Source: an optimization exercise on an open RTL-to-GDS flow (aim: small area). Production flows keep margins and buffers that such runs may drop. Function was checked by simulation only, so behaviour that the tests miss may differ from the original. Power figures rest on the tool's default switching activity, not on a simulated workload. The flow treats the clock pin as an ideal source, which a real chip does not have.

Setup of run 1:
Design pdm_cic_main, start of the top module:
module pdm_cic_main (
   input  logic                      clk,
   input  logic                      reset,
   output logic                      clk_out_pdm,
   input  logic [7:0]                din,
   output logic                      hop,
   output logic [255:0]              val_flat
);
For scale: roughly 270 I/O pins, ~44000 µm² of cells after synthesis.
clock: 10.0 ns
lec_check: 0
abc_area: 1
cap_margin: 20
core_margin: 2
core_utilization: 40
slew_margin: 20
standard.sh (not shown) runs the stock make flow with config.mk's settings and CLKGATE_MAP_FILE= SYNTH_SCRIPT=/design/flow/synth_recipe.tcl, a recipe that flattens the netlist after the stock synthesis.
==> flow/flow/run.sh <==
#!/bin/bash
# The standard layout (standard.sh, unchanged synthesis) with two changes:
#  - each port gets the smallest buffer cell (buf_1) instead of the default pick
#  - clock tree synthesis without dummy loads
set -uo pipefail
export BUFFER_PORTS_ARGS="-buffer_cell sky130_fd_sc_hd__buf_1"
export CTS_ARGS="-sink_clustering_enable -repair_clock_nets -dont_use_dummy_load"
bash standard.sh > standard.log 2>&1
Run 1 ran to completion and came out clean on the timing, design-rule and antenna checks.
For run 2, these inputs were changed with respect to run 1:
diff --git a/flow/flow/run.sh b/flow/flow/run.sh
--- a/flow/flow/run.sh
+++ b/flow/flow/run.sh
@@ -6,3 +6,3 @@
 export BUFFER_PORTS_ARGS="-buffer_cell sky130_fd_sc_hd__buf_1"
-export CTS_ARGS="-sink_clustering_enable -repair_clock_nets -dont_use_dummy_load"
+export CTS_ARGS="-sink_clustering_enable -repair_clock_nets -dont_use_dummy_load -buf_list sky130_fd_sc_hd__clkbuf_16 -sink_clustering_size 24 -sink_clustering_max_diameter 100"
 bash standard.sh > standard.log 2>&1
--- outcome ---
Lower global-route usage was reported by run 2, not run 1.
Relative to run 1, non-clock buffer share of cell area has increased by 0.17 points in run 2.
Run 2 vs run 1: number of fill cells up

Setup of run A:
Starting RTL as in the previous note.
export LEC_CHECK = 0
export ABC_AREA = 1
export CAP_MARGIN = 20
export CORE_MARGIN = 2
export CORE_UTILIZATION = 40
export CTS_BUF_LIST = sky130_fd_sc_hd__clkbuf_8
export SLEW_MARGIN = 20
create_clock -name core_clock -period 10.0 [get_ports {clk}]
run.sh (not shown) runs the stock make flow with config.mk's settings and CLKGATE_MAP_FILE= SYNTH_SCRIPT=/design/flow/synth_recipe.tcl, a recipe that flattens the netlist after the stock synthesis.
Stock flow here: none of the scripts above is used.
### run A -> run B
# run A
export LEC_CHECK = 0
export ABC_AREA = 1
export CAP_MARGIN = 20
export CORE_MARGIN = 2
export CORE_UTILIZATION = 40
export CTS_BUF_LIST = sky130_fd_sc_hd__clkbuf_8
export SLEW_MARGIN = 20
create_clock -name core_clock -period 10.0 [get_ports {clk}]
# run B
export LEC_CHECK = 0
export ABC_AREA = 1
export CAP_MARGIN = 20
export CORE_MARGIN = 2
export CORE_UTILIZATION = 70
export CTS_BUF_LIST = sky130_fd_sc_hd__clkbuf_8
export SLEW_MARGIN = 20
create_clock -name core_clock -period 10.0 [get_ports {clk}]
Results
- Run B got as far as global routing (5_1_grt), where a tool error ended the run.
- Per the comparison of run B with run A, pre-CTS setup slack now sits lower; starting utilization of the core area climbed 31 points; final weighted congestion in routability-driven placement rose by 9.8%; horizontal die dimension now smaller; maximum number of buffers from clock root to sink barely changed.
- Against run A, row count in run B fell by more than 10%.
- Comparing run B and run A, the lower number of gates given a new drive strength after cts is on run A.
- Summary — post-CTS setup-driven buffer insertion count, run B relative to run A: higher, by 1.
- Looking at post-detailed-placement cell area across run B and run A, the one that comes out lower is run B.
- Detailed-placement wirelength estimate, run B vs run A: up by a few percent
- For the number of buffers added by the clock tree synthesis step, run B came in 16 lower than run A did.
Input-level comparison between run C and run B:
# run B
export LEC_CHECK = 0
export ABC_AREA = 1
export CAP_MARGIN = 20
export CORE_MARGIN = 2
export CORE_UTILIZATION = 70
export CTS_BUF_LIST = sky130_fd_sc_hd__clkbuf_8
export SLEW_MARGIN = 20
create_clock -name core_clock -period 10.0 [get_ports {clk}]
# run C
export LEC_CHECK = 0
export ABC_AREA = 1
export CAP_MARGIN = 20
export CORE_MARGIN = 2
export CORE_UTILIZATION = 40
export SLEW_MARGIN = 20
create_clock -name core_clock -period 10.0 [get_ports {clk}]
==> results.txt <==
Run C reached the final stage; the timing, design-rule and antenna checks on its layout passed. Run C ended with more die outline width than run B. Initial cell density of the core in run C is 31 points below run B. Count of H-tree levels built during CTS: run C vs run B down 1.
Modified inputs, run D compared to run C
# run C
export LEC_CHECK = 0
export ABC_AREA = 1
export CAP_MARGIN = 20
export CORE_MARGIN = 2
export CORE_UTILIZATION = 40
export SLEW_MARGIN = 20
create_clock -name core_clock -period 10.0 [get_ports {clk}]
# run D
export LEC_CHECK = 0
export ABC_AREA = 1
export CAP_MARGIN = 20
export CORE_MARGIN = 2
export CORE_UTILIZATION = 40
export CTS_BUF_LIST = sky130_fd_sc_hd__clkbuf_4 sky130_fd_sc_hd__clkbuf_8
export GPL_TIMING_DRIVEN = 0
export SLEW_MARGIN = 20
create_clock -name core_clock -period 10.0 [get_ports {clk}]
--- outcome ---
- Per the comparison of run D with run C, worst setup slack for register-to-register paths decreased 0.12 ns, non-clock buffer count picked up an extra 45%, global placer's final weighted congestion rose 4.9%, clock tree skew after final layout lower.
- Diff run C -> run D: hold slack +0.010 ns, total combinational power +16%.
- Diff run D..run C | mean post-synth cell area | unchanged
- Run D ends up with higher area occupied by multi-input gates than run C does.
- Density: run D denser than run C
- Run D vs run C, highest routing layer actually used: met5 vs met4
- Run C → run D: minimum clock period did not really move; total wire length went up.

Another version of the RTL of pdm_cic_main (not shown whole).
Size in the first run: roughly 1200 flip-flops, ~270 I/O pins.
==> flow/config.mk <==
export PLATFORM = sky130hd
export DESIGN_NAME = pdm_cic_main
export DESIGN_NICKNAME = pdm_cic_main
export VERILOG_FILES = /design/flow/design.v
export SDC_FILE = /design/flow/constraint.sdc
export NUM_CORES = 4
export LEC_CHECK = 0
export ABC_AREA = 1
export CAP_MARGIN = 0
export CORE_MARGIN = 2
export CORE_UTILIZATION = 55
export SLEW_MARGIN = 0
==> flow/constraint.sdc <==
create_clock -name core_clock -period 10.0 [get_ports {clk}]
set_input_delay 2.0000 -clock core_clock [delete_from_list [all_inputs] [get_ports {clk}]]
set_output_delay 2.0000 -clock core_clock [all_outputs]
set_load 0.01 [all_outputs]
standard.sh (not shown) runs the stock make flow with config.mk's settings and CLKGATE_MAP_FILE= SYNTH_SCRIPT=/design/flow/synth_recipe.tcl, a recipe that flattens the netlist after the stock synthesis.
==> flow/flow/run.sh <==
#!/bin/bash
# The standard layout (standard.sh, unchanged synthesis) with two changes:
#  - each port gets the smallest buffer cell (buf_1) instead of the default pick
#  - clock tree synthesis without dummy loads
set -uo pipefail
export BUFFER_PORTS_ARGS="-buffer_cell sky130_fd_sc_hd__buf_1"
export CTS_ARGS="-sink_clustering_enable -repair_clock_nets -dont_use_dummy_load -buf_list sky130_fd_sc_hd__clkbuf_16 -sink_clustering_size 28 -sink_clustering_max_diameter 120"
bash standard.sh > standard.log 2>&1
The first run produced a clean layout.
Change:
==> flow/run.sh (new file) <==
#!/bin/bash
# synth_recipe.tcl (not shown) runs the flow's synth.tcl, then flattens the netlist and writes it again
# the make line also repeats each setting of config.mk as NAME=value (left out here)
make -C /OpenROAD-flow-scripts/flow DESIGN_CONFIG=/design/flow/config.mk WORK_HOME=/design/flow/orfs CLKGATE_MAP_FILE= SYNTH_SCRIPT=/design/flow/synth_recipe.tcl finish
Settings changed: CORE_UTILIZATION 55 to 40, CTS_BUF_LIST set to sky130_fd_sc_hd__clkbuf_16, CTS_CLUSTER_DIAMETER set to 120, CTS_CLUSTER_SIZE set to 28.
removed: flow/flow/run.sh
removed: flow/standard.sh
=> The new run passed the timing, design-rule and antenna checks; synthesized cell count is unchanged; cell area went up by 5.1%; power went up by 4.0%; sequential share of layout area went down by 2.6 points; synthesized area stays the same; worst hold slack improves by 0.013 ns; worst setup slack degrades by 0.027 ns; wire length hardly moves.

[afterwards: timing with drivers on the ports]
The flow's constraints put no driver on any port. The routed layouts listed below were extracted and timed again, unchanged, in two steps. Step 1 assumes that a clkbuf_16 drives the clock port and a buf_2 every other input. Step 2 times the ports against the registers' clock, not the clock port: input delays grow and output delays shrink by t, the midpoint of the rising clock arrivals with the driver on. Slacks: no drivers / after step 1 / after step 2; pairs: no drivers / after step 1.
run | t (ns) | setup WS [ns] | cell pins on the clock port's net
run 1 | 0.746 | 0.225 / 0.275 / -0.471 | 1
run 2 | 0.724 | 0.188 / 0.241 / -0.482 | 1
run A | 0.899 | 0.136 / 0.184 / -0.716 | 1
run C | 0.768 | 0.164 / 0.216 / -0.551 | 1
run D | 0.917 | 0.164 / 0.164 / -0.701 | 1
the first run of note 3 | 0.700 | 0.213 / 0.263 / -0.437 | 1
the second run of note 3 | 0.766 | 0.186 / 0.237 / -0.529 | 1
Met with ideal ports but missed after step 2: setup timing in every run listed. The setup slack of run D, which loses most, moves by 0.000 ns with the drivers and by -0.865 ns with both steps.
